What follows belongs to an exercise in optimizing a design on an open flow for small area; a production flow would make more cautious choices.
Function was checked by simulation only, so behaviour that the tests miss may differ from the original.
No activity file was given, so power comes from the tool's default toggle rates.

**flow/flow/run.sh**
```bash
#!/bin/bash
# Standard layout with smaller port buffers and no CTS dummy loads.
export BUFFER_PORTS_ARGS="-buffer_cell sky130_fd_sc_hd__buf_1"
export CTS_ARGS="-sink_clustering_enable -repair_clock_nets -dont_use_dummy_load"
bash standard.sh > standard.log 2>&1
status=$?
tail -20 standard.log
exit $status
```
**flow/standard.sh**
```bash
#!/bin/bash
# synth_recipe.tcl (not shown) runs the flow's synth.tcl, then flattens the netlist and writes it again
# the make line also repeats each setting of config.mk as NAME=value (left out here)
make -C /OpenROAD-flow-scripts/flow DESIGN_CONFIG=/design/flow/config.mk WORK_HOME=/design/flow/orfs CLKGATE_MAP_FILE= SYNTH_SCRIPT=/design/flow/synth_recipe.tcl "${@:-finish}"
```
**flow/config.mk**
```make
export PLATFORM = sky130hd
export DESIGN_NAME = wallaceTree
export DESIGN_NICKNAME = wallaceTree
export VERILOG_FILES = /design/flow/design.v
export SDC_FILE = /design/flow/constraint.sdc
export NUM_CORES = 4
export LEC_CHECK = 0
export CAP_MARGIN = 20
export CORE_MARGIN = 2
export CORE_UTILIZATION = 40
export SLEW_MARGIN = 20
export SYNTH_HIERARCHICAL = 1
```
**flow/constraint.sdc**
```tcl
create_clock -name core_clock -period 3.0 [get_ports {clk}]
set_input_delay 0.6000 -clock core_clock [delete_from_list [all_inputs] [get_ports {clk}]]
set_output_delay 0.6000 -clock core_clock [all_outputs]
set_load 0.01 [all_outputs]
```
**flow/design.v**
```verilog
`timescale 1ns/1ps
package wallacePkg;
	localparam int rowCount = 13;
	localparam int rowWidth = 26;
	localparam int rowShift = 2;
	localparam int productWidth = 48;
	localparam int pipeDepth = 3;
endpackage
`timescale 1ns/1ps
module fullAdder (input logic a, input logic b, input logic c, output logic s, output logic co);
	assign s = a ^ b ^ c;
	assign co = (a & b) | (a & c) | (b & c);
endmodule
module halfAdder (input logic a, input logic b, output logic s, output logic co);
	assign s = a ^ b;
	assign co = a & b;
endmodule
module earlyReducer
(
	input logic clk,
	input logic rstN,
	input logic [337:0] rows,
	input logic inValid,
	output logic [8:0] lowQ,
	output logic [38:0] pairAQ,
	output logic [38:0] pairBQ,
	output logic carryQ,
	output logic earlyValid
);
	logic w1, w2, w3, w4, w5, w6, w7, w8, w9, w10, w11, w12, w13, w14, w15, w16, w17, w18, w19, w20, w21, w22, w23, w24, w25, w26, w27, w28, w29, w30, w31, w32, w33, w34, w35, w36, w37, w38, w39, w40, w41, w42, w43, w44, w45, w46, w47, w48, w49, w50, w51, w52, w53, w54, w55, w56, w57, w58, w59, w60, w61, w62, w63, w64, w65, w66, w67, w68, w69, w70, w71, w72, w73, w74, w75, w76, w77, w78, w79, w80, w81, w82, w83, w84, w85, w86, w87, w88, w89, w90, w91, w92, w93, w94, w95, w96, w97, w98, w99, w100, w101, w102, w103, w104, w105, w106, w107, w108, w109, w110, w111, w112, w113, w114, w115, w116, w117, w118, w119, w120, w121, w122, w123, w124, w125, w126, w127, w128, w129, w130, w131, w132, w133, w134, w135, w136, w137, w138, w139, w140, w141, w142, w143, w144, w145, w146, w147, w148, w149, w150, w151, w152, w153, w154, w155, w156, w157, w158, w159, w160, w161, w162, w163, w164, w165, w166, w167, w168, w169, w170, w171, w172, w173, w174, w175, w176, w177, w178, w179, w180, w181, w182, w183, w184, w185, w186, w187, w188, w189, w190, w191, w192, w193, w194, w195, w196, w197, w198, w199, w200, w201, w202, w203, w204, w205, w206, w207, w208, w209, w210, w211, w212, w213, w214, w215, w216, w217, w218, w219, w220, w221, w222, w223, w224, w225, w226, w227, w228, w229, w230, w231, w232, w233, w234, w235, w236, w237, w238, w239, w240, w241, w242, w243, w244, w245, w246, w247, w248, w249, w250, w251, w252, w253, w254, w255, w256, w257, w258, w259, w260, w261, w262, w263, w264, w265, w266, w267, w268, w269, w270, w271, w272, w273, w274, w275, w276, w277, w278, w279, w280, w281, w282, w283, w284, w285, w286, w287, w288, w289, w290, w291, w292, w293, w294, w295, w296, w297, w298, w299, w300, w301, w302, w303, w304, w305, w306, w307, w308, w309, w310, w311, w312, w313, w314, w315, w316, w317, w318, w319, w320, w321, w322, w323, w324, w325, w326, w327, w328, w329, w330, w331, w332, w333, w334, w335, w336, w337, w338, w339, w340, w341, w342, w343, w344, w345, w346, w347, w348, w349, w350, w351, w352, w353, w354, w355, w356, w357, w358, w359, w360, w361, w362, w363, w364, w365, w366, w367, w368, w369, w370, w371, w372, w373, w374, w375, w376, w377, w378, w379, w380, w381, w382, w383, w384, w385, w386, w387, w388, w389, w390, w391, w392, w393, w394, w395, w396, w397, w398, w399, w400, w401, w402, w403, w404, w405, w406, w407, w408, w409, w410, w411, w412, w413, w414, w415, w416, w417, w418, w419, w420, w421, w422, w423, w424, w425, w426, w427, w428, w429, w430, w431, w432, w433, w434, w435, w436, w437, w438, w439, w440, w441, w442, w443, w444, w445, w446, w447, w448, w449, w450, w451, w452, w453, w454, w455, w456, w457, w458, w459, w460, w461, w462, w463, w464, w465, w466, w467, w468, w469, w470, w471, w472, w473, w474, w475, w476, w477, w478, w479, w480, w481, w482, w483, w484, w485, w486, w487, w488, w489, w490, w491, w492, w493, w494, w495, w496, w497, w498, w499, w500, w501, w502, w503, w504, w505, w506, w507, w508, w509, w510, w511, w512, w513, w514, w515, w516, w517, w518, w519, w520, w521, w522, w523, w524, w525, w526, w527, w528, w529, w530, w531, w532, w533, w534, w535, w536, w537, w538, w539, w540, w541, w542, w543, w544, w545, w546, w547, w548, w549, w550, w551, w552, w553, w554, w555, w556, w557, w558, w559, w560, w561;
	halfAdder uw1 (.a(rows[18]), .b(rows[42]), .s(w1), .co(w2));
	fullAdder uw3 (.a(rows[19]), .b(rows[43]), .c(rows[67]), .s(w3), .co(w4));
	fullAdder uw5 (.a(rows[20]), .b(rows[44]), .c(rows[68]), .s(w5), .co(w6));
	halfAdder uw7 (.a(rows[92]), .b(rows[116]), .s(w7), .co(w8));
	fullAdder uw9 (.a(rows[21]), .b(rows[45]), .c(rows[69]), .s(w9), .co(w10));
	fullAdder uw11 (.a(rows[93]), .b(rows[117]), .c(rows[141]), .s(w11), .co(w12));
	fullAdder uw13 (.a(rows[22]), .b(rows[46]), .c(rows[70]), .s(w13), .co(w14));
	fullAdder uw15 (.a(rows[94]), .b(rows[118]), .c(rows[142]), .s(w15), .co(w16));
	halfAdder uw17 (.a(rows[166]), .b(rows[190]), .s(w17), .co(w18));
	fullAdder uw19 (.a(rows[23]), .b(rows[47]), .c(rows[71]), .s(w19), .co(w20));
	fullAdder uw21 (.a(rows[95]), .b(rows[119]), .c(rows[143]), .s(w21), .co(w22));
	fullAdder uw23 (.a(rows[167]), .b(rows[191]), .c(rows[215]), .s(w23), .co(w24));
	fullAdder uw25 (.a(rows[24]), .b(rows[48]), .c(rows[72]), .s(w25), .co(w26));
	fullAdder uw27 (.a(rows[96]), .b(rows[120]), .c(rows[144]), .s(w27), .co(w28));
	fullAdder uw29 (.a(rows[168]), .b(rows[192]), .c(rows[216]), .s(w29), .co(w30));
	halfAdder uw31 (.a(rows[240]), .b(rows[264]), .s(w31), .co(w32));
	fullAdder uw33 (.a(rows[25]), .b(rows[49]), .c(rows[73]), .s(w33), .co(w34));
	fullAdder uw35 (.a(rows[97]), .b(rows[121]), .c(rows[145]), .s(w35), .co(w36));
	fullAdder uw37 (.a(rows[169]), .b(rows[193]), .c(rows[217]), .s(w37), .co(w38));
	fullAdder uw39 (.a(rows[241]), .b(rows[265]), .c(rows[289]), .s(w39), .co(w40));
	fullAdder uw41 (.a(rows[25]), .b(rows[50]), .c(rows[74]), .s(w41), .co(w42));
	fullAdder uw43 (.a(rows[98]), .b(rows[122]), .c(rows[146]), .s(w43), .co(w44));
	fullAdder uw45 (.a(rows[170]), .b(rows[194]), .c(rows[218]), .s(w45), .co(w46));
	fullAdder uw47 (.a(rows[242]), .b(rows[266]), .c(rows[290]), .s(w47), .co(w48));
	fullAdder uw49 (.a(rows[75]), .b(rows[99]), .c(rows[123]), .s(w49), .co(w50));
	fullAdder uw51 (.a(rows[147]), .b(rows[171]), .c(rows[195]), .s(w51), .co(w52));
	fullAdder uw53 (.a(rows[219]), .b(rows[243]), .c(rows[267]), .s(w53), .co(w54));
	fullAdder uw55 (.a(rows[291]), .b(rows[315]), .c(~rows[25]), .s(w55), .co(w56));
	assign w57 = ~(rows[76] ^ rows[100]);
	assign w58 = rows[76] | rows[100];
	fullAdder uw59 (.a(rows[124]), .b(rows[148]), .c(rows[172]), .s(w59), .co(w60));
	fullAdder uw61 (.a(rows[196]), .b(rows[220]), .c(rows[244]), .s(w61), .co(w62));
	halfAdder uw63 (.a(rows[268]), .b(rows[292]), .s(w63), .co(w64));
	fullAdder uw65 (.a(rows[101]), .b(rows[125]), .c(rows[149]), .s(w65), .co(w66));
	fullAdder uw67 (.a(rows[173]), .b(rows[197]), .c(rows[221]), .s(w67), .co(w68));
	fullAdder uw69 (.a(rows[245]), .b(rows[269]), .c(rows[293]), .s(w69), .co(w70));
	assign w71 = ~(rows[102] ^ rows[126]);
	assign w72 = rows[102] | rows[126];
	fullAdder uw73 (.a(rows[150]), .b(rows[174]), .c(rows[198]), .s(w73), .co(w74));
	halfAdder uw75 (.a(rows[222]), .b(rows[246]), .s(w75), .co(w76));
	fullAdder uw77 (.a(rows[127]), .b(rows[151]), .c(rows[175]), .s(w77), .co(w78));
	fullAdder uw79 (.a(rows[199]), .b(rows[223]), .c(rows[247]), .s(w79), .co(w80));
	assign w81 = ~(rows[128] ^ rows[152]);
	assign w82 = rows[128] | rows[152];
	halfAdder uw83 (.a(rows[176]), .b(rows[200]), .s(w83), .co(w84));
	fullAdder uw85 (.a(rows[153]), .b(rows[177]), .c(rows[201]), .s(w85), .co(w86));
	halfAdder uw87 (.a(1'b1), .b(rows[154]), .s(w87), .co(w88));
	halfAdder uw89 (.a(rows[12]), .b(rows[36]), .s(w89), .co(w90));
	fullAdder uw91 (.a(rows[13]), .b(rows[37]), .c(rows[61]), .s(w91), .co(w92));
	fullAdder uw93 (.a(rows[14]), .b(rows[38]), .c(rows[62]), .s(w93), .co(w94));
	halfAdder uw95 (.a(rows[86]), .b(rows[110]), .s(w95), .co(w96));
	fullAdder uw97 (.a(rows[15]), .b(rows[39]), .c(rows[63]), .s(w97), .co(w98));
	fullAdder uw99 (.a(rows[87]), .b(rows[111]), .c(rows[135]), .s(w99), .co(w100));
	fullAdder uw101 (.a(rows[16]), .b(rows[40]), .c(rows[64]), .s(w101), .co(w102));
	fullAdder uw103 (.a(rows[88]), .b(rows[112]), .c(rows[136]), .s(w103), .co(w104));
	halfAdder uw105 (.a(rows[160]), .b(rows[184]), .s(w105), .co(w106));
	fullAdder uw107 (.a(rows[17]), .b(rows[41]), .c(rows[65]), .s(w107), .co(w108));
	fullAdder uw109 (.a(rows[89]), .b(rows[113]), .c(rows[137]), .s(w109), .co(w110));
	fullAdder uw111 (.a(rows[161]), .b(rows[185]), .c(rows[209]), .s(w111), .co(w112));
	fullAdder uw113 (.a(rows[66]), .b(rows[90]), .c(rows[114]), .s(w113), .co(w114));
	fullAdder uw115 (.a(rows[138]), .b(rows[162]), .c(rows[186]), .s(w115), .co(w116));
	fullAdder uw117 (.a(rows[210]), .b(rows[234]), .c(w1), .s(w117), .co(w118));
	fullAdder uw119 (.a(rows[91]), .b(rows[115]), .c(rows[139]), .s(w119), .co(w120));
	fullAdder uw121 (.a(rows[163]), .b(rows[187]), .c(rows[211]), .s(w121), .co(w122));
	fullAdder uw123 (.a(rows[235]), .b(w2), .c(w3), .s(w123), .co(w124));
	fullAdder uw125 (.a(rows[140]), .b(rows[164]), .c(rows[188]), .s(w125), .co(w126));
	fullAdder uw127 (.a(rows[212]), .b(rows[236]), .c(rows[260]), .s(w127), .co(w128));
	fullAdder uw129 (.a(w7), .b(w4), .c(w5), .s(w129), .co(w130));
	fullAdder uw131 (.a(rows[165]), .b(rows[189]), .c(rows[213]), .s(w131), .co(w132));
	fullAdder uw133 (.a(rows[237]), .b(rows[261]), .c(w8), .s(w133), .co(w134));
	fullAdder uw135 (.a(w6), .b(w9), .c(w11), .s(w135), .co(w136));
	fullAdder uw137 (.a(rows[214]), .b(rows[238]), .c(rows[262]), .s(w137), .co(w138));
	fullAdder uw139 (.a(rows[286]), .b(w17), .c(w10), .s(w139), .co(w140));
	fullAdder uw141 (.a(w12), .b(w13), .c(w15), .s(w141), .co(w142));
	fullAdder uw143 (.a(rows[239]), .b(rows[263]), .c(rows[287]), .s(w143), .co(w144));
	fullAdder uw145 (.a(w18), .b(w14), .c(w16), .s(w145), .co(w146));
	fullAdder uw147 (.a(w19), .b(w21), .c(w23), .s(w147), .co(w148));
	fullAdder uw149 (.a(rows[288]), .b(rows[312]), .c(w31), .s(w149), .co(w150));
	fullAdder uw151 (.a(w20), .b(w22), .c(w24), .s(w151), .co(w152));
	fullAdder uw153 (.a(w25), .b(w27), .c(w29), .s(w153), .co(w154));
	fullAdder uw155 (.a(rows[313]), .b(w32), .c(w26), .s(w155), .co(w156));
	fullAdder uw157 (.a(w28), .b(w30), .c(w33), .s(w157), .co(w158));
	fullAdder uw159 (.a(w35), .b(w37), .c(w39), .s(w159), .co(w160));
	fullAdder uw161 (.a(rows[314]), .b(w34), .c(w36), .s(w161), .co(w162));
	fullAdder uw163 (.a(w38), .b(w40), .c(w41), .s(w163), .co(w164));
	fullAdder uw165 (.a(w43), .b(w45), .c(w47), .s(w165), .co(w166));
	fullAdder uw167 (.a(~rows[51]), .b(w42), .c(w44), .s(w167), .co(w168));
	fullAdder uw169 (.a(w46), .b(w48), .c(w49), .s(w169), .co(w170));
	fullAdder uw171 (.a(w51), .b(w53), .c(w55), .s(w171), .co(w172));
	fullAdder uw173 (.a(rows[316]), .b(w57), .c(w63), .s(w173), .co(w174));
	fullAdder uw175 (.a(w50), .b(w52), .c(w54), .s(w175), .co(w176));
	fullAdder uw177 (.a(w56), .b(w59), .c(w61), .s(w177), .co(w178));
	fullAdder uw179 (.a(rows[317]), .b(~rows[77]), .c(w58), .s(w179), .co(w180));
	fullAdder uw181 (.a(w64), .b(w60), .c(w62), .s(w181), .co(w182));
	fullAdder uw183 (.a(w65), .b(w67), .c(w69), .s(w183), .co(w184));
	fullAdder uw185 (.a(rows[270]), .b(rows[294]), .c(rows[318]), .s(w185), .co(w186));
	fullAdder uw187 (.a(w71), .b(w75), .c(w66), .s(w187), .co(w188));
	fullAdder uw189 (.a(w68), .b(w70), .c(w73), .s(w189), .co(w190));
	fullAdder uw191 (.a(rows[271]), .b(rows[295]), .c(rows[319]), .s(w191), .co(w192));
	fullAdder uw193 (.a(~rows[103]), .b(w72), .c(w76), .s(w193), .co(w194));
	fullAdder uw195 (.a(w74), .b(w77), .c(w79), .s(w195), .co(w196));
	fullAdder uw197 (.a(rows[224]), .b(rows[248]), .c(rows[272]), .s(w197), .co(w198));
	fullAdder uw199 (.a(rows[296]), .b(rows[320]), .c(w81), .s(w199), .co(w200));
	fullAdder uw201 (.a(w83), .b(w78), .c(w80), .s(w201), .co(w202));
	fullAdder uw203 (.a(rows[225]), .b(rows[249]), .c(rows[273]), .s(w203), .co(w204));
	fullAdder uw205 (.a(rows[297]), .b(rows[321]), .c(~rows[129]), .s(w205), .co(w206));
	fullAdder uw207 (.a(w82), .b(w84), .c(w85), .s(w207), .co(w208));
	fullAdder uw209 (.a(rows[178]), .b(rows[202]), .c(rows[226]), .s(w209), .co(w210));
	fullAdder uw211 (.a(rows[250]), .b(rows[274]), .c(rows[298]), .s(w211), .co(w212));
	fullAdder uw213 (.a(rows[322]), .b(w87), .c(w86), .s(w213), .co(w214));
	fullAdder uw215 (.a(rows[179]), .b(rows[203]), .c(rows[227]), .s(w215), .co(w216));
	fullAdder uw217 (.a(rows[251]), .b(rows[275]), .c(rows[299]), .s(w217), .co(w218));
	fullAdder uw219 (.a(rows[323]), .b(~rows[155]), .c(w88), .s(w219), .co(w220));
	assign w221 = ~(rows[180] ^ rows[204]);
	assign w222 = rows[180] | rows[204];
	fullAdder uw223 (.a(rows[228]), .b(rows[252]), .c(rows[276]), .s(w223), .co(w224));
	halfAdder uw225 (.a(rows[300]), .b(rows[324]), .s(w225), .co(w226));
	fullAdder uw227 (.a(rows[205]), .b(rows[229]), .c(rows[253]), .s(w227), .co(w228));
	fullAdder uw229 (.a(rows[277]), .b(rows[301]), .c(rows[325]), .s(w229), .co(w230));
	assign w231 = ~(rows[206] ^ rows[230]);
	assign w232 = rows[206] | rows[230];
	halfAdder uw233 (.a(rows[254]), .b(rows[278]), .s(w233), .co(w234));
	fullAdder uw235 (.a(rows[231]), .b(rows[255]), .c(rows[279]), .s(w235), .co(w236));
	halfAdder uw237 (.a(1'b1), .b(rows[232]), .s(w237), .co(w238));
	halfAdder uw239 (.a(rows[8]), .b(rows[32]), .s(w239), .co(w240));
	fullAdder uw241 (.a(rows[9]), .b(rows[33]), .c(rows[57]), .s(w241), .co(w242));
	fullAdder uw243 (.a(rows[10]), .b(rows[34]), .c(rows[58]), .s(w243), .co(w244));
	halfAdder uw245 (.a(rows[82]), .b(rows[106]), .s(w245), .co(w246));
	fullAdder uw247 (.a(rows[11]), .b(rows[35]), .c(rows[59]), .s(w247), .co(w248));
	fullAdder uw249 (.a(rows[83]), .b(rows[107]), .c(rows[131]), .s(w249), .co(w250));
	fullAdder uw251 (.a(rows[60]), .b(rows[84]), .c(rows[108]), .s(w251), .co(w252));
	fullAdder uw253 (.a(rows[132]), .b(rows[156]), .c(w89), .s(w253), .co(w254));
	fullAdder uw255 (.a(rows[85]), .b(rows[109]), .c(rows[133]), .s(w255), .co(w256));
	fullAdder uw257 (.a(rows[157]), .b(w90), .c(w91), .s(w257), .co(w258));
	fullAdder uw259 (.a(rows[134]), .b(rows[158]), .c(rows[182]), .s(w259), .co(w260));
	fullAdder uw261 (.a(w95), .b(w92), .c(w93), .s(w261), .co(w262));
	fullAdder uw263 (.a(rows[159]), .b(rows[183]), .c(w96), .s(w263), .co(w264));
	fullAdder uw265 (.a(w94), .b(w97), .c(w99), .s(w265), .co(w266));
	fullAdder uw267 (.a(rows[208]), .b(w105), .c(w98), .s(w267), .co(w268));
	fullAdder uw269 (.a(w100), .b(w101), .c(w103), .s(w269), .co(w270));
	fullAdder uw271 (.a(w106), .b(w102), .c(w104), .s(w271), .co(w272));
	fullAdder uw273 (.a(w107), .b(w109), .c(w111), .s(w273), .co(w274));
	fullAdder uw275 (.a(w108), .b(w110), .c(w112), .s(w275), .co(w276));
	fullAdder uw277 (.a(w113), .b(w115), .c(w117), .s(w277), .co(w278));
	fullAdder uw279 (.a(w114), .b(w116), .c(w119), .s(w279), .co(w280));
	fullAdder uw281 (.a(w121), .b(w118), .c(w123), .s(w281), .co(w282));
	fullAdder uw283 (.a(w120), .b(w122), .c(w125), .s(w283), .co(w284));
	fullAdder uw285 (.a(w127), .b(w124), .c(w129), .s(w285), .co(w286));
	fullAdder uw287 (.a(w126), .b(w128), .c(w131), .s(w287), .co(w288));
	fullAdder uw289 (.a(w133), .b(w130), .c(w135), .s(w289), .co(w290));
	fullAdder uw291 (.a(w132), .b(w137), .c(w134), .s(w291), .co(w292));
	fullAdder uw293 (.a(w139), .b(w136), .c(w141), .s(w293), .co(w294));
	fullAdder uw295 (.a(w138), .b(w143), .c(w140), .s(w295), .co(w296));
	fullAdder uw297 (.a(w142), .b(w145), .c(w147), .s(w297), .co(w298));
	fullAdder uw299 (.a(w144), .b(w149), .c(w146), .s(w299), .co(w300));
	fullAdder uw301 (.a(w148), .b(w151), .c(w153), .s(w301), .co(w302));
	fullAdder uw303 (.a(w150), .b(w152), .c(w155), .s(w303), .co(w304));
	fullAdder uw305 (.a(w154), .b(w157), .c(w159), .s(w305), .co(w306));
	fullAdder uw307 (.a(w156), .b(w158), .c(w160), .s(w307), .co(w308));
	fullAdder uw309 (.a(w161), .b(w163), .c(w165), .s(w309), .co(w310));
	fullAdder uw311 (.a(w162), .b(w164), .c(w166), .s(w311), .co(w312));
	fullAdder uw313 (.a(w167), .b(w169), .c(w171), .s(w313), .co(w314));
	fullAdder uw315 (.a(w173), .b(w168), .c(w170), .s(w315), .co(w316));
	fullAdder uw317 (.a(w172), .b(w175), .c(w177), .s(w317), .co(w318));
	fullAdder uw319 (.a(w174), .b(w179), .c(w176), .s(w319), .co(w320));
	fullAdder uw321 (.a(w178), .b(w181), .c(w183), .s(w321), .co(w322));
	fullAdder uw323 (.a(w185), .b(w180), .c(w182), .s(w323), .co(w324));
	fullAdder uw325 (.a(w187), .b(w184), .c(w189), .s(w325), .co(w326));
	fullAdder uw327 (.a(w186), .b(w191), .c(w193), .s(w327), .co(w328));
	fullAdder uw329 (.a(w188), .b(w190), .c(w195), .s(w329), .co(w330));
	fullAdder uw331 (.a(w192), .b(w197), .c(w194), .s(w331), .co(w332));
	fullAdder uw333 (.a(w199), .b(w196), .c(w201), .s(w333), .co(w334));
	fullAdder uw335 (.a(w198), .b(w203), .c(w205), .s(w335), .co(w336));
	fullAdder uw337 (.a(w200), .b(w202), .c(w207), .s(w337), .co(w338));
	fullAdder uw339 (.a(w204), .b(w206), .c(w209), .s(w339), .co(w340));
	fullAdder uw341 (.a(w211), .b(w208), .c(w213), .s(w341), .co(w342));
	fullAdder uw343 (.a(w210), .b(w212), .c(w215), .s(w343), .co(w344));
	fullAdder uw345 (.a(w217), .b(w219), .c(w214), .s(w345), .co(w346));
	fullAdder uw347 (.a(w221), .b(w225), .c(w216), .s(w347), .co(w348));
	fullAdder uw349 (.a(w218), .b(w223), .c(w220), .s(w349), .co(w350));
	fullAdder uw351 (.a(~rows[181]), .b(w222), .c(w226), .s(w351), .co(w352));
	fullAdder uw353 (.a(w224), .b(w227), .c(w229), .s(w353), .co(w354));
	fullAdder uw355 (.a(rows[302]), .b(rows[326]), .c(w231), .s(w355), .co(w356));
	fullAdder uw357 (.a(w233), .b(w228), .c(w230), .s(w357), .co(w358));
	fullAdder uw359 (.a(rows[303]), .b(rows[327]), .c(~rows[207]), .s(w359), .co(w360));
	fullAdder uw361 (.a(w232), .b(w234), .c(w235), .s(w361), .co(w362));
	fullAdder uw363 (.a(rows[256]), .b(rows[280]), .c(rows[304]), .s(w363), .co(w364));
	fullAdder uw365 (.a(rows[328]), .b(w237), .c(w236), .s(w365), .co(w366));
	fullAdder uw367 (.a(rows[257]), .b(rows[281]), .c(rows[305]), .s(w367), .co(w368));
	fullAdder uw369 (.a(rows[329]), .b(~rows[233]), .c(w238), .s(w369), .co(w370));
	assign w371 = ~(rows[258] ^ rows[282]);
	assign w372 = rows[258] | rows[282];
	halfAdder uw373 (.a(rows[306]), .b(rows[330]), .s(w373), .co(w374));
	fullAdder uw375 (.a(rows[283]), .b(rows[307]), .c(rows[331]), .s(w375), .co(w376));
	halfAdder uw377 (.a(1'b1), .b(rows[284]), .s(w377), .co(w378));
	halfAdder uw379 (.a(rows[6]), .b(rows[30]), .s(w379), .co(w380));
	fullAdder uw381 (.a(rows[7]), .b(rows[31]), .c(rows[55]), .s(w381), .co(w382));
	fullAdder uw383 (.a(rows[56]), .b(rows[80]), .c(rows[104]), .s(w383), .co(w384));
	fullAdder uw385 (.a(rows[81]), .b(rows[105]), .c(w240), .s(w385), .co(w386));
	fullAdder uw387 (.a(rows[130]), .b(w245), .c(w242), .s(w387), .co(w388));
	fullAdder uw389 (.a(w246), .b(w244), .c(w247), .s(w389), .co(w390));
	fullAdder uw391 (.a(w248), .b(w250), .c(w251), .s(w391), .co(w392));
	fullAdder uw393 (.a(w252), .b(w255), .c(w254), .s(w393), .co(w394));
	fullAdder uw395 (.a(w256), .b(w259), .c(w258), .s(w395), .co(w396));
	fullAdder uw397 (.a(w260), .b(w263), .c(w262), .s(w397), .co(w398));
	fullAdder uw399 (.a(w264), .b(w267), .c(w266), .s(w399), .co(w400));
	fullAdder uw401 (.a(w268), .b(w270), .c(w271), .s(w401), .co(w402));
	fullAdder uw403 (.a(w272), .b(w274), .c(w275), .s(w403), .co(w404));
	fullAdder uw405 (.a(w276), .b(w279), .c(w278), .s(w405), .co(w406));
	fullAdder uw407 (.a(w280), .b(w283), .c(w282), .s(w407), .co(w408));
	fullAdder uw409 (.a(w284), .b(w287), .c(w286), .s(w409), .co(w410));
	fullAdder uw411 (.a(w288), .b(w291), .c(w290), .s(w411), .co(w412));
	fullAdder uw413 (.a(w292), .b(w295), .c(w294), .s(w413), .co(w414));
	fullAdder uw415 (.a(w296), .b(w299), .c(w298), .s(w415), .co(w416));
	fullAdder uw417 (.a(w300), .b(w303), .c(w302), .s(w417), .co(w418));
	fullAdder uw419 (.a(w304), .b(w306), .c(w307), .s(w419), .co(w420));
	fullAdder uw421 (.a(w308), .b(w310), .c(w311), .s(w421), .co(w422));
	fullAdder uw423 (.a(w312), .b(w315), .c(w314), .s(w423), .co(w424));
	fullAdder uw425 (.a(w316), .b(w319), .c(w318), .s(w425), .co(w426));
	fullAdder uw427 (.a(w320), .b(w323), .c(w322), .s(w427), .co(w428));
	fullAdder uw429 (.a(w327), .b(w324), .c(w326), .s(w429), .co(w430));
	fullAdder uw431 (.a(w328), .b(w331), .c(w330), .s(w431), .co(w432));
	fullAdder uw433 (.a(w332), .b(w335), .c(w334), .s(w433), .co(w434));
	fullAdder uw435 (.a(w336), .b(w339), .c(w338), .s(w435), .co(w436));
	fullAdder uw437 (.a(w340), .b(w343), .c(w345), .s(w437), .co(w438));
	fullAdder uw439 (.a(w344), .b(w347), .c(w349), .s(w439), .co(w440));
	fullAdder uw441 (.a(w351), .b(w348), .c(w350), .s(w441), .co(w442));
	fullAdder uw443 (.a(w352), .b(w355), .c(w354), .s(w443), .co(w444));
	fullAdder uw445 (.a(w359), .b(w356), .c(w358), .s(w445), .co(w446));
	fullAdder uw447 (.a(w360), .b(w363), .c(w362), .s(w447), .co(w448));
	fullAdder uw449 (.a(w364), .b(w367), .c(w369), .s(w449), .co(w450));
	fullAdder uw451 (.a(w371), .b(w373), .c(w368), .s(w451), .co(w452));
	fullAdder uw453 (.a(~rows[259]), .b(w372), .c(w374), .s(w453), .co(w454));
	fullAdder uw455 (.a(rows[308]), .b(rows[332]), .c(w377), .s(w455), .co(w456));
	fullAdder uw457 (.a(rows[309]), .b(rows[333]), .c(~rows[285]), .s(w457), .co(w458));
	halfAdder uw459 (.a(1'b1), .b(rows[310]), .s(w459), .co(w460));
	halfAdder uw461 (.a(rows[4]), .b(rows[28]), .s(w461), .co(w462));
	fullAdder uw463 (.a(rows[5]), .b(rows[29]), .c(rows[53]), .s(w463), .co(w464));
	fullAdder uw465 (.a(rows[54]), .b(rows[78]), .c(w379), .s(w465), .co(w466));
	fullAdder uw467 (.a(rows[79]), .b(w380), .c(w381), .s(w467), .co(w468));
	fullAdder uw469 (.a(w239), .b(w382), .c(w383), .s(w469), .co(w470));
	fullAdder uw471 (.a(w384), .b(w241), .c(w385), .s(w471), .co(w472));
	fullAdder uw473 (.a(w243), .b(w386), .c(w387), .s(w473), .co(w474));
	fullAdder uw475 (.a(w249), .b(w388), .c(w389), .s(w475), .co(w476));
	fullAdder uw477 (.a(w253), .b(w390), .c(w391), .s(w477), .co(w478));
	fullAdder uw479 (.a(w392), .b(w257), .c(w393), .s(w479), .co(w480));
	fullAdder uw481 (.a(w261), .b(w394), .c(w395), .s(w481), .co(w482));
	fullAdder uw483 (.a(w265), .b(w396), .c(w397), .s(w483), .co(w484));
	fullAdder uw485 (.a(w269), .b(w398), .c(w399), .s(w485), .co(w486));
	fullAdder uw487 (.a(w273), .b(w400), .c(w401), .s(w487), .co(w488));
	fullAdder uw489 (.a(w277), .b(w402), .c(w403), .s(w489), .co(w490));
	fullAdder uw491 (.a(w404), .b(w281), .c(w405), .s(w491), .co(w492));
	fullAdder uw493 (.a(w285), .b(w406), .c(w407), .s(w493), .co(w494));
	fullAdder uw495 (.a(w289), .b(w408), .c(w409), .s(w495), .co(w496));
	fullAdder uw497 (.a(w293), .b(w410), .c(w411), .s(w497), .co(w498));
	fullAdder uw499 (.a(w297), .b(w412), .c(w413), .s(w499), .co(w500));
	fullAdder uw501 (.a(w301), .b(w414), .c(w415), .s(w501), .co(w502));
	fullAdder uw503 (.a(w305), .b(w416), .c(w417), .s(w503), .co(w504));
	fullAdder uw505 (.a(w309), .b(w418), .c(w419), .s(w505), .co(w506));
	fullAdder uw507 (.a(w313), .b(w420), .c(w421), .s(w507), .co(w508));
	fullAdder uw509 (.a(w317), .b(w422), .c(w423), .s(w509), .co(w510));
	fullAdder uw511 (.a(w321), .b(w424), .c(w425), .s(w511), .co(w512));
	fullAdder uw513 (.a(w325), .b(w426), .c(w427), .s(w513), .co(w514));
	fullAdder uw515 (.a(w329), .b(w428), .c(w429), .s(w515), .co(w516));
	fullAdder uw517 (.a(w333), .b(w430), .c(w431), .s(w517), .co(w518));
	fullAdder uw519 (.a(w337), .b(w432), .c(w433), .s(w519), .co(w520));
	fullAdder uw521 (.a(w341), .b(w434), .c(w435), .s(w521), .co(w522));
	fullAdder uw523 (.a(w342), .b(w436), .c(w437), .s(w523), .co(w524));
	fullAdder uw525 (.a(w346), .b(w439), .c(w438), .s(w525), .co(w526));
	fullAdder uw527 (.a(w353), .b(w440), .c(w441), .s(w527), .co(w528));
	fullAdder uw529 (.a(w357), .b(w442), .c(w443), .s(w529), .co(w530));
	fullAdder uw531 (.a(w361), .b(w444), .c(w445), .s(w531), .co(w532));
	fullAdder uw533 (.a(w365), .b(w446), .c(w447), .s(w533), .co(w534));
	fullAdder uw535 (.a(w366), .b(w449), .c(w448), .s(w535), .co(w536));
	fullAdder uw537 (.a(w370), .b(w451), .c(w450), .s(w537), .co(w538));
	fullAdder uw539 (.a(w375), .b(w453), .c(w452), .s(w539), .co(w540));
	fullAdder uw541 (.a(w376), .b(w454), .c(w455), .s(w541), .co(w542));
	fullAdder uw543 (.a(w378), .b(w457), .c(w456), .s(w543), .co(w544));
	fullAdder uw545 (.a(rows[334]), .b(w459), .c(w458), .s(w545), .co(w546));
	assign w547 = rows[335] ^ ~rows[311] ^ w460;
	halfAdder uw548 (.a(rows[2]), .b(rows[26]), .s(w548), .co(w549));
	fullAdder uw550 (.a(rows[3]), .b(rows[27]), .c(w549), .s(w550), .co(w551));
	fullAdder uw552 (.a(rows[52]), .b(w461), .c(w551), .s(w552), .co(w553));
	fullAdder uw554 (.a(w462), .b(w463), .c(w553), .s(w554), .co(w555));
	fullAdder uw556 (.a(w464), .b(w465), .c(w555), .s(w556), .co(w557));
	fullAdder uw558 (.a(w466), .b(w467), .c(w557), .s(w558), .co(w559));
	fullAdder uw560 (.a(w468), .b(w469), .c(w559), .s(w560), .co(w561));
	always_ff @(posedge clk) begin
		lowQ[0] <= rows[0];
		lowQ[1] <= rows[1];
		lowQ[2] <= w548;
		lowQ[3] <= w550;
		lowQ[4] <= w552;
		lowQ[5] <= w554;
		lowQ[6] <= w556;
		lowQ[7] <= w558;
		lowQ[8] <= w560;
		pairAQ[0] <= w470;
		pairBQ[0] <= w471;
		pairAQ[1] <= w472;
		pairBQ[1] <= w473;
		pairAQ[2] <= w474;
		pairBQ[2] <= w475;
		pairAQ[3] <= w476;
		pairBQ[3] <= w477;
		pairAQ[4] <= w478;
		pairBQ[4] <= w479;
		pairAQ[5] <= w480;
		pairBQ[5] <= w481;
		pairAQ[6] <= w482;
		pairBQ[6] <= w483;
		pairAQ[7] <= w484;
		pairBQ[7] <= w485;
		pairAQ[8] <= w486;
		pairBQ[8] <= w487;
		pairAQ[9] <= w488;
		pairBQ[9] <= w489;
		pairAQ[10] <= w490;
		pairBQ[10] <= w491;
		pairAQ[11] <= w492;
		pairBQ[11] <= w493;
		pairAQ[12] <= w494;
		pairBQ[12] <= w495;
		pairAQ[13] <= w496;
		pairBQ[13] <= w497;
		pairAQ[14] <= w498;
		pairBQ[14] <= w499;
		pairAQ[15] <= w500;
		pairBQ[15] <= w501;
		pairAQ[16] <= w502;
		pairBQ[16] <= w503;
		pairAQ[17] <= w504;
		pairBQ[17] <= w505;
		pairAQ[18] <= w506;
		pairBQ[18] <= w507;
		pairAQ[19] <= w508;
		pairBQ[19] <= w509;
		pairAQ[20] <= w510;
		pairBQ[20] <= w511;
		pairAQ[21] <= w512;
		pairBQ[21] <= w513;
		pairAQ[22] <= w514;
		pairBQ[22] <= w515;
		pairAQ[23] <= w516;
		pairBQ[23] <= w517;
		pairAQ[24] <= w518;
		pairBQ[24] <= w519;
		pairAQ[25] <= w520;
		pairBQ[25] <= w521;
		pairAQ[26] <= w522;
		pairBQ[26] <= w523;
		pairAQ[27] <= w524;
		pairBQ[27] <= w525;
		pairAQ[28] <= w526;
		pairBQ[28] <= w527;
		pairAQ[29] <= w528;
		pairBQ[29] <= w529;
		pairAQ[30] <= w530;
		pairBQ[30] <= w531;
		pairAQ[31] <= w532;
		pairBQ[31] <= w533;
		pairAQ[32] <= w534;
		pairBQ[32] <= w535;
		pairAQ[33] <= w536;
		pairBQ[33] <= w537;
		pairAQ[34] <= w538;
		pairBQ[34] <= w539;
		pairAQ[35] <= w540;
		pairBQ[35] <= w541;
		pairAQ[36] <= w542;
		pairBQ[36] <= w543;
		pairAQ[37] <= w544;
		pairBQ[37] <= w545;
		pairAQ[38] <= w546;
		pairBQ[38] <= w547;
		carryQ <= w561;
	end
	always_ff @(posedge clk or negedge rstN) begin
		if (!rstN) begin
			earlyValid <= 1'b0;
		end else begin
			earlyValid <= inValid;
		end
	end
endmodule
`timescale 1ns/1ps
module lateReducer
(
	input logic clk,
	input logic rstN,
	input logic [8:0] lowQ,
	input logic [38:0] pairAQ,
	input logic [38:0] pairBQ,
	input logic carryQ,
	input logic earlyValid,
	output logic [47:0] sumQ,
	output logic pairValid
);
	always_ff @(posedge clk) begin
		sumQ <= {pairAQ + pairBQ + 39'(carryQ), lowQ};
	end
	always_ff @(posedge clk or negedge rstN) begin
		if (!rstN) begin
			pairValid <= 1'b0;
		end else begin
			pairValid <= earlyValid;
		end
	end
endmodule
`timescale 1ns/1ps
module finalAdder
(
	input logic clk,
	input logic rstN,
	input logic [47:0] sumQ,
	input logic pairValid,
	output logic [47:0] product,
	output logic outValid
);
	always_ff @(posedge clk) begin
		product <= sumQ;
	end
	always_ff @(posedge clk or negedge rstN) begin
		if (!rstN) begin
			outValid <= 1'b0;
		end else begin
			outValid <= pairValid;
		end
	end
endmodule
`timescale 1ns/1ps
module wallaceTree
(
	input logic clk,
	input logic rstN,
	input logic [337:0] rows,
	input logic inValid,
	output logic [47:0] product,
	output logic outValid
);
	logic [8:0] lowQ;
	logic [38:0] pairAQ;
	logic [38:0] pairBQ;
	logic carryQ;
	logic earlyValid;
	logic [47:0] sumQ;
	logic pairValid;
	earlyReducer uEarly (
		.clk(clk),
		.rstN(rstN),
		.rows(rows),
		.inValid(inValid),
		.lowQ(lowQ),
		.pairAQ(pairAQ),
		.pairBQ(pairBQ),
		.carryQ(carryQ),
		.earlyValid(earlyValid)
	);
	lateReducer uLate (
		.clk(clk),
		.rstN(rstN),
		.lowQ(lowQ),
		.pairAQ(pairAQ),
		.pairBQ(pairBQ),
		.carryQ(carryQ),
		.earlyValid(earlyValid),
		.sumQ(sumQ),
		.pairValid(pairValid)
	);
	finalAdder uFinal (
		.clk(clk),
		.rstN(rstN),
		.sumQ(sumQ),
		.pairValid(pairValid),
		.product(product),
		.outValid(outValid)
	);
endmodule
```
==> reports/results.ini <==
[timing]
finalCriticalPeriod_ps = 2900
finalHoldViolCount = 0
maxSlewViolCount = 0
grt_setup_unrepaired = false
period_share_pct = 96.5
finClkSkew_ps = 18.5
max_freq_mhz = 345
setup_violations = 0
holdWs_ps = 263

[hold_path]
hold_class = in -> reg

[placed_design]
io_buffers = 387
numPlacedInstances = 1583
dp_hpwl_um = 21100
dpl-instance-area_sq_um = 13500
gp_congestion = 0.793

[global_routing]
antenna_found_initial = 1
track_usage_pct = 16.9
grt_pass1_wl_um = 40200
grt-ovfl-total = 0
grt_max_degree = 19
grt_pass1_vias = 8436

[setup_path]
start_kind = register
worst-setup-path-type = reg -> reg
required_ps = 3340
path_max_fanout = 4
r2r_cells = 10
reg2reg_from = uEarly.pairAQ[0]$_DFF_P_
arrival_ps = 3230
worstSetupEndpoint = uLate.sumQ[44]$_DFF_P_
crit_start = uEarly.pairAQ[0]$_DFF_P_
end_kind = register
r2r_end = uLate.sumQ[44]$_DFF_P_
r2r_slack_ps = 100

[logic_synthesis]
syn_avg_cell_area_sq_um = 14.1
synth.distinct_cells = 49
synth-seq-area-share_pct = 32.7
yosysWarnings = 9
ys_ff_latch = 187
synthCells = 817
synthesis.area_sq_um = 11500

[power_and_ir_drop]
p_total_uw = 13600
p_leak_uw = 0.00553
powerDensity_nw_per_um2 = 981
ir_drop_uv = 457

[floorplan]
rows = 62
start_util_pct = 40.3
dieArea_sq_um = 30100
die_y_um = 173
io_pins = 390
die_w_um = 173
coreArea_sq_um = 28500

[finish]
final_common_cell = buf_1
nets = 1879
final_area_sq_um = 13900
final_cell_mix = buf_1, fa_1, dfxtp_1
layout.cells.non_filler = 1602
drive_gt1_share_pct = 4.19
area_delta_synth_final_pct = 21.1
nFillCells = 2608

[clock_network]
clk_latency_ps = 430
ctsLongestPathBuffers = 2
cts.sink_count = 187
postCtsSetupBuffers = 0
cts_buffers = 17
clkTransAtPathRegs_ps = 70
clockRootBuffer = clkbuf_16
cts_max_level = 4
cts_tree = done

[routing]
vias_per_cell = 4.62
ant_nets = 0
dr.pass1.iters = 4
routed_wl_um = 23600
vias = 7402
drt_drc_violations_left = 0
drt-wirelength-per-cell_um = 14.7
first_iter_violations = 190

[status]
status = timing/DRC/antenna clean

[run]
maxCapViolCount = 0

==> stage by stage <==
stage / setup slack [ps] / util (%) / setup TNS (ps)
3_5_place_dp: -265 / 47.3 / -4750
4_1_cts: 18.8 / 48.8 / 0
5_1_grt: 13.8 / 48.8 / 0
2_1_floorplan: -20.1 / - / -20.3
3_3_place_gp: -259 / 47.3 / -4220
6_report: 104 / 48.8 / 0
==> worst min path at each step <==
stage / cells after the start / endpoint / startpoint
3_3_place_gp: 0 / uFinal.product[6]$_DFF_P_ / uLate.sumQ[6]$_DFF_P_
3_5_place_dp: 0 / uFinal.product[8]$_DFF_P_ / uLate.sumQ[8]$_DFF_P_
5_1_grt: 1 / uEarly.lowQ[0]$_DFF_P_ / rows[0]
6_report: 1 / uEarly.lowQ[0]$_DFF_P_ / rows[0]
4_1_cts: 1 / uEarly.lowQ[0]$_DFF_P_ / rows[0]
2_1_floorplan: 0 / uEarly.earlyValid$_DFF_PN0_ / rstN
==> area by class of cell <==
cell class,instances,area (sq um),area share [%]
Inverter,40,150,1.08
Tap cell,384,480,3.45
Antenna cell,1,2.50,0.0180
Clock buffer,17,425,3.06
Timing Repair Buffer,395,1520,10.9
Sequential cell,187,3760,27.0
Multi-Input combinational cell,578,7570,54.5
==> layer usage <==
metal,routed length [um],GRT usage (%),vias up,share of wire (%)
li1,-,-,3472,-
met1,9650,20.8,3631,41
met2,12100,30.2,276,51
met3,1350,3.11,23,5.7
met4,463,5.05,0,2.0
met5,0,0,-,0
==> where the power goes <==
| part | total [uW] | internal (uW) | switching, uW |
|---|---|---|---|
| combinational | 7710 | 3340 | 4360 |
| clock | 1810 | 985 | 821 |
| sequential | 4120 | 3800 | 324 |
==> registers in the layout, summed over array words and instances, names as in the netlist <==
name / cells
uEarly.pairAQ: 39
uEarly.lowQ: 9
uEarly.carryQ: 1
uLate.pairValid: 1
uFinal.outValid: 1
uLate.sumQ: 48
uEarly.earlyValid: 1
uEarly.pairBQ: 39
uFinal.product: 48
==> timing repair <==
action,CTS,global route
hold buffers,1,0
endpoints found under the hold margin,3,0
gates resized for setup,0,2
endpoints found under the setup margin,0,3
==> cells by family after synthesis <==
kind of cell / share of synthesized area (%)
buffers and inverters: 1.86
other: 0.0327
and+or+nand+nor: 3.81
xor gates and xnor gates: 2.94
DFF: 32.7
adders and majority gates: 51.4
AOI/OAI and AO/OA: 7.27
==> modules after synthesis (local to each module, per instance), excerpt <==
module | cells | copies in the design | cell area, sq um | flops+latches
lateReducer | 362 | 1 | 3160 | 49
earlyReducer | 132 | 1 | 2020 | 89
finalAdder | 49 | 1 | 986 | 49
fullAdder | 1 | 252 | 20.0 | 0
halfAdder | 1 | 22 | 12.5 | 0
==> cell usage after synthesis (all sizes together) <==
cell type	number	area share [%]
xnor2	23	1.8
and2	4	0.24
nor3	5	0.22
a211oi	3	0.24
nand3	8	0.35
o211a	2	0.17
inv	40	1.3
nand2	34	1.1
o21ai	21	0.95
nand4	12	0.65
dfxtp	184	32
o21bai	6	0.39
o31ai	2	0.13
buf	5	0.22
dfrtp	3	0.65
nor2	28	0.92
o41ai	2	0.22
nor2b	3	0.16
o221ai	2	0.15
a41oi	3	0.36
a221oi	1	0.076
xnor3	1	0.20
or3	1	0.055
ha	65	7.1
fa	254	44
a31oi	3	0.29
conb	1	0.033
a31o	1	0.076
clkbuf	10	0.34
a21o	20	1.3
a221o	2	0.17
xor2	13	0.99
o211ai	2	0.13
and3	2	0.11
o31a	1	0.076
a211o	2	0.15
o21a	5	0.33
a21oi	40	1.8
a21boi	3	0.23
==> worst max-delay path, stage by stage, from the launching register on <==
cell,delay (ps)
dfxtp_1,310
fa_1,460
buf_4,160
a211oi_2,270
o21ai_1,140
and2_4,170
a221o_1,460
a31oi_4,260
o21ai_2,150
a41oi_2,250
xnor2_1,170

separate check: timing with driven ports:
Ports are ideal in the flow. The routed layout listed here was re-timed in OpenROAD.
Step 1 (the two cells are an assumption about what drives the block):
set clk [get_ports {clk}]
set_driving_cell -lib_cell sky130_fd_sc_hd__clkbuf_16 $clk
set_driving_cell -lib_cell sky130_fd_sc_hd__buf_2 [delete_from_list [all_inputs] $clk]
Step 2 moves the port delays by t, midway between the first and last clock arrival at a register: inputs arrive t later, outputs are due t later. That takes back most of the time a late clock gives input paths.
Three values: no drivers, after step 1, after step 2; two values: the first two.
t (ns): 0.464
setup slack, ns: 0.104 / 0.104 / -0.243
hold slack, ns: 0.263 / 0.243 / 0.312
worst data-port slew with drivers (ns): 0.08
With both steps, setup timing fails in this run, where it was met with ideal ports. For this run, drivers alone change the setup slack by 0.000 ns; drivers and shift together by -0.347 ns.
